From an optimization exercise on the open Yosys and OpenROAD flow, aimed at small area; shortcuts taken in it are not production practice. The RTL was checked by simulation tests, not by an equivalence proof against the original design. Power figures rest on the tool's default switching activity, not on a simulated workload.

`flow/config.mk`:
```
export PLATFORM = sky130hd
export DESIGN_NAME = wb_regfile
export DESIGN_NICKNAME = wb_regfile
export VERILOG_FILES = /design/flow/design.v
export SDC_FILE = /design/flow/constraint.sdc
export NUM_CORES = 4
export LEC_CHECK = 0
export CAP_MARGIN = 30
export CELL_PAD_IN_SITES_DETAIL_PLACEMENT = 1
export CELL_PAD_IN_SITES_GLOBAL_PLACEMENT = 2
export CORE_MARGIN = 2
export CORE_UTILIZATION = 30
export PLACE_DENSITY = 0.5
export SLEW_MARGIN = 20
```
`flow/constraint.sdc`:
```
create_clock -name core_clock -period 10.0 [get_ports {clk}]
set_input_delay 2.0000 -clock core_clock [delete_from_list [all_inputs] [get_ports {clk}]]
set_output_delay 2.0000 -clock core_clock [all_outputs]
set_load 0.01 [all_outputs]
```
`flow/design.v`:
```
module wb_regfile (
    input  logic        clk,
    input  logic        rst,
    input  logic [4:0]  wb_rd,
    input  logic        wb_we,
    input  logic [31:0] wb_data,
    input  logic [4:0]  rs1_addr,
    input  logic [4:0]  rs2_addr,
    output logic [31:0] rs1_data,
    output logic [31:0] rs2_data,
    input  logic        iss_valid,
    input  logic        iss_we,
    input  logic [4:0]  iss_rd,
    output logic        stall,
    output logic [31:0] busy_vec,
    output logic        sb_err
);
    logic [31:0] regs_q [1:31];
    logic [1:0]  cnt_q  [1:31];
    logic [1:0]  cnt_d  [1:31];
    logic        sb_err_q;
    logic        sb_err_d;
    logic [31:0] rs1_arr;
    logic [31:0] rs2_arr;
    logic [1:0]  cnt_rs1;
    logic [1:0]  cnt_rs2;
    logic [1:0]  cnt_rd;
    logic        hz1;
    logic        hz2;
    logic        hzd;
    logic        acc;
    always_comb begin
        rs1_arr = '0;
        rs2_arr = '0;
        cnt_rs1 = '0;
        cnt_rs2 = '0;
        cnt_rd  = '0;
        for (int i = 1; i < 32; i++) begin
            if (rs1_addr == 5'(i)) begin
                rs1_arr = regs_q[i];
                cnt_rs1 = cnt_q[i];
            end
            if (rs2_addr == 5'(i)) begin
                rs2_arr = regs_q[i];
                cnt_rs2 = cnt_q[i];
            end
            if (iss_rd == 5'(i)) begin
                cnt_rd = cnt_q[i];
            end
        end
    end
    always_comb begin
        if (rs1_addr == 5'd0)                   rs1_data = '0;
        else if (wb_we && (wb_rd == rs1_addr))  rs1_data = wb_data;
        else                                    rs1_data = rs1_arr;
        if (rs2_addr == 5'd0)                   rs2_data = '0;
        else if (wb_we && (wb_rd == rs2_addr))  rs2_data = wb_data;
        else                                    rs2_data = rs2_arr;
    end
    assign hz1 = (rs1_addr != 5'd0) &&
                 ((cnt_rs1 >= 2'd2) || ((cnt_rs1 == 2'd1) && !(wb_we && (wb_rd == rs1_addr))));
    assign hz2 = (rs2_addr != 5'd0) &&
                 ((cnt_rs2 >= 2'd2) || ((cnt_rs2 == 2'd1) && !(wb_we && (wb_rd == rs2_addr))));
    assign hzd = iss_we && (iss_rd != 5'd0) && (cnt_rd == 2'd3);
    assign stall = iss_valid && (hz1 || hz2 || hzd);
    assign acc   = iss_valid && !stall;
    always_comb begin
        sb_err_d = sb_err_q;
        for (int i = 1; i < 32; i++) begin
            logic inc;
            logic dec;
            inc      = acc && iss_we && (iss_rd == 5'(i));
            dec      = wb_we && (wb_rd == 5'(i));
            cnt_d[i] = cnt_q[i];
            if (inc && !dec) begin
                cnt_d[i] = cnt_q[i] + 2'd1;
            end else if (dec && !inc) begin
                if (cnt_q[i] == 2'd0) sb_err_d = 1'b1;
                else                  cnt_d[i] = cnt_q[i] - 2'd1;
            end
        end
    end
    always_ff @(posedge clk) begin
        if (rst) begin
            for (int i = 1; i < 32; i++) begin
                regs_q[i] <= '0;
                cnt_q[i]  <= '0;
            end
            sb_err_q <= 1'b0;
        end else begin
            for (int i = 1; i < 32; i++) begin
                if (wb_we && (wb_rd == 5'(i))) regs_q[i] <= wb_data;
                cnt_q[i] <= cnt_d[i];
            end
            sb_err_q <= sb_err_d;
        end
    end
    always_comb begin
        busy_vec = '0;
        for (int i = 1; i < 32; i++) begin
            busy_vec[i] = (cnt_q[i] != 2'd0);
        end
    end
    assign sb_err = sb_err_q;
endmodule
```
`flow/run.sh`:
```
#!/bin/bash
# synth_recipe.tcl (not shown) runs the flow's synth.tcl, then flattens the netlist and writes it again
# the make line also repeats each setting of config.mk as NAME=value (left out here)
make -C /OpenROAD-flow-scripts/flow DESIGN_CONFIG=/design/flow/config.mk WORK_HOME=/design/flow/orfs CLKGATE_MAP_FILE= SYNTH_SCRIPT=/design/flow/synth_recipe.tcl finish
```
==> results.tsv <==
stage	metric	value	unit
run_status	status	complete, no violations	
clock_network	clock sinks	1055	
place	total placed cells including tap cells	10400	
route	Initial DRC Count	11900	
critical_path	Slowest-stage cell, CP	a2111oi_0	
route	via count	72800	
sta	skew final	0.0179	ns
finish	fraction of layout cells with a size suffix above 1	11.7	%
route	drt wl/cell	45.1	µm
finish	fillers	23100	
run	max_cap viols	0	
clock_network	CTS Buf Count	140	
place	RePlAce Congestion	1.04	
floorplanning	Initial Utilization	30.2	%
clock_network	post-CTS setup buffer count	0	
finish	Layout Cells excl Fill	10700	
clock_network	cts repair resizes	0	
route	final wirelength	480000	µm
global_route	grt ovf	0	
critical_path	delay-heaviest family, CP	simple AND/OR/NAND/NOR gates	
floorplanning	Die Span X	442	µm
global_route	pin count of the biggest net entering global routing	175	
sta	Worst-Margin Slew	1.22	ns
place	detailed placement HPWL	330000	µm
sta	setup_tns	0	ns
critical_path	CP required	8.00	ns
sta	unrepaired setup endpoints after global routing	no	
critical_path	Arrival @ worst endpoint	7.38	ns
global_route	initial antenna violation count	62	
sta	final period utilization	93.8	%
global_route	vias in the first global route	67400	
critical_path	worst-path fanout max	18	
clock_network	CTS tree	done	
floorplanning	row cnt	160	
finish	layout overhead on the synthesized area	17.3	%
critical_path	CP most frequent cell	buf_4	
sta	Final min period	9.38	ns
logic_synthesis	most common cell in the netlist	nand2_1	
sta	Finish-stage setup viols	0	
floorplanning	core area	190000	µm²
clock_network	Reg clk slew, reported paths	0.05	ns
power	VDD IR max	0.148	mV
critical_path	CP endpoint kind	output pin	
logic_synthesis	synthesized net count	8213	
critical_path	critical path launch point type	input port	
route	antenna viol nets, final	0	
power	PwrDens	159	nW/µm²
clock_network	CTS Buffer Depth	3	
clock_network	depth of the CTS H-tree	4	
logic_synthesis	register area share after synthesis	36.8	%
logic_synthesis	cell count after synthesis	8094	
logic_synthesis	most area-consuming cells after synthesis	dfxtp_1, nand2_1, a21oi_1, a22oi_1, clkbuf_1	
route	DRC	0	
logic_synthesis	top_reg_cell synth	dfxtp_1	
critical_path	Setup Crit Path Kind	in -> out	
floorplanning	DIE HEIGHT	442	µm
place	I/O Buffers	153	
route	total iterations of the first detailed-routing run	10	
logic_synthesis	asr flop ratio synth	0	%
logic_synthesis	post-synth top area cell	dfxtp_1	
clock_network	# hold bufs at CTS	0	
power	total power	0.0107	W
floorplanning	Die ar.	195000	µm²
logic_synthesis	Synth warnings	4	
critical_path	CP max stage delay	1.02	ns
logic_synthesis	Yosys reg bits	1055	
critical_path	worst path cell trace	buf_2, buf_4, or3b_1, nor2_4, a22oi_1, nand4_1, mux2i_1, a2111oi_0, buf_4, o311ai_1, nand2_1, clkdlybuf4s50_1	
route	Via density	6.83	
global_route	GR Util All Layers	47.1	%
finish	Util after Layout	35.4	%
sta	Slew HR	18.5	%
sta	fmax	0.107	GHz
logic_synthesis	area share of the largest cell type after synthesis	36.8	%
worst_hold_path	Hold Crit Class	reg -> reg	
power	Pleak	22.5	nW
logic_synthesis	number of flops mapped to enable cells by yosys	0	
sta	Hold Vio Cnt, Final	0	
logic_synthesis	commonest cells in the netlist	nand2_1, a21oi_1, dfxtp_1	
global_route	first-pass GRT wire length	632000	µm
sta	final max-slew violation count	0	
clock_network	CTS Root Cell	clkbuf_16	
logic_synthesis	Syn Std Cell Area	57500	µm²
logic_synthesis	post-synth cell types	96	
logic_synthesis	syn avg cell area	7.10	µm²
clock_network	clk latency of the worst-skew pair	0.83	ns
finish	Final nets	8123	
critical_path	Worst Path Buf+Inv	4	
floorplanning	io pins	155	
[routing by layer]
layer  wire length, µm  part of all wire (%)  vias to the layer above  track usage [%]
li1                  -                     -                    28500                -
met4             42500                   8.8                       28             34.3
met3             55800                    12                     1640             14.3
met5               189                 0.039                        -            0.440
met1            189000                    39                    37000             60.1
met2            193000                    40                     5655             66.8
[sequential cells by signal (all words and copies together), names as in the netlist]
name / flops
cnt_q: 62
regs_q: 992
sb_err_q: 1
[power by group]
part | internal [W] | switching [W] | leakage (nW)
registers | 0.00423 | 0.0000447 | 8.50
logic | 0.000262 | 0.000963 | 11.8
clock network | 0.00299 | 0.00223 | 2.25
[worst min-delay path, cell delays in order (launching register included)]
cell     delay, ns
dfxtp_1       0.31
nand2_1       0.05
a21oi_1       0.05
[kinds of logic after synthesis]
group	share of synthesized area, %
buf+inv	6.05
compound gates	28.5
flops	36.8
other cells	0.00653
xor+xnor	0.152
simple gates	24.8
fa+ha+maj	1.35
mux	2.38
[area by class of cell]
cell class                      count  area (µm²)  area share, %
Antenna cell                       37        92.6          0.137
Inverter                           58         218          0.323
Tap cell                         2511        3140           4.66
Clock buffer                      212        4130           6.12
Multi-Input combinational cell   6174       33500           49.7
Sequential cell                  1055       21100           31.3
Clock inverter                     41         460          0.683
Timing Repair Buffer              575        4770           7.07
[cells in the final DEF, fill, tap and decap left out, types with 35 or more instances in the layout]
| master | count |
|---|---|
| mux2i_1 | 60 |
| o211ai_1 | 36 |
| nand4_1 | 58 |
| a31oi_1 | 44 |
| nand3_1 | 125 |
| o22ai_1 | 63 |
| a22oi_1 | 405 |
| mux2_2 | 41 |
| or2_2 | 35 |
| o21ai_0 | 323 |
| clkbuf_1 | 40 |
| buf_2 | 35 |
| a222oi_1 | 43 |
| clkdlybuf4s50_1 | 113 |
| o221ai_1 | 44 |
| nor2_4 | 44 |
| ha_1 | 62 |
| a21oi_1 | 1316 |
| dfxtp_1 | 1055 |
| diode_2 | 37 |
| nor2_1 | 272 |
| nor3b_1 | 36 |
| a221oi_1 | 75 |
| buf_4 | 399 |
| clkbuf_16 | 143 |
| a22o_1 | 39 |
| nor2b_1 | 78 |
| nor3_1 | 59 |
| a2111oi_0 | 37 |
| nand2_1 | 2279 |
| and3_1 | 107 |
[stage by stage]
| step | instance area [µm²] | worst slack, ns | hold WS, ns |
|---|---|---|---|
| 2_1_floorplan | 57500 | 3.82 | 0.436 |
| 3_3_place_gp | 62500 | 0.915 | 0.446 |
| 4_1_cts | 67200 | 0.959 | 0.462 |
| 6_report | 67400 | 0.617 | 0.459 |
| 3_5_place_dp | 62600 | 0.978 | 0.454 |
| 5_1_grt | 67300 | 0.940 | 0.488 |
[path summary, 6_finish.rpt]
path,slack (ns),cells after the start,startpoint,end
hold reg to reg,0.46,2,regs_q[10][16],regs_q[10][16]
setup / recovery,0.62,12,rs1_addr[4],rs1_data[1]
setup reg to reg,4.90,17,cnt_q[16][1],sb_err_q
hold / removal,0.46,2,regs_q[10][16],regs_q[10][16]

[port drivers added, routing unchanged]
How much do the figures lean on ideal ports? The routed layout below was timed once more, with nothing changed but the port constraints.
Step 1 sets driving cells, clkbuf_16 on the clock port and buf_2 on the other inputs (assumed; they add their load-dependent delay and slew).
Step 2 adds t to the input delays and takes it off the output delays; t is the mean of the earliest and latest rising clock arrival at the registers after step 1. Input paths then give back, and output paths get back, about the clock's delay inside the block.
Three values: ideal, step 1, step 2; two values: the first two.
t (ns): 0.917
slack for setup (ns): 0.617 / 0.558 / 0.558
worst register clock-pin slew, ns: 0.07 / 0.07
worst slew at a driven data input, ns: 0.21
After both steps this run still meets setup and hold. The setup slack of this run moves by -0.059 ns with the drivers and by -0.059 ns with both steps.
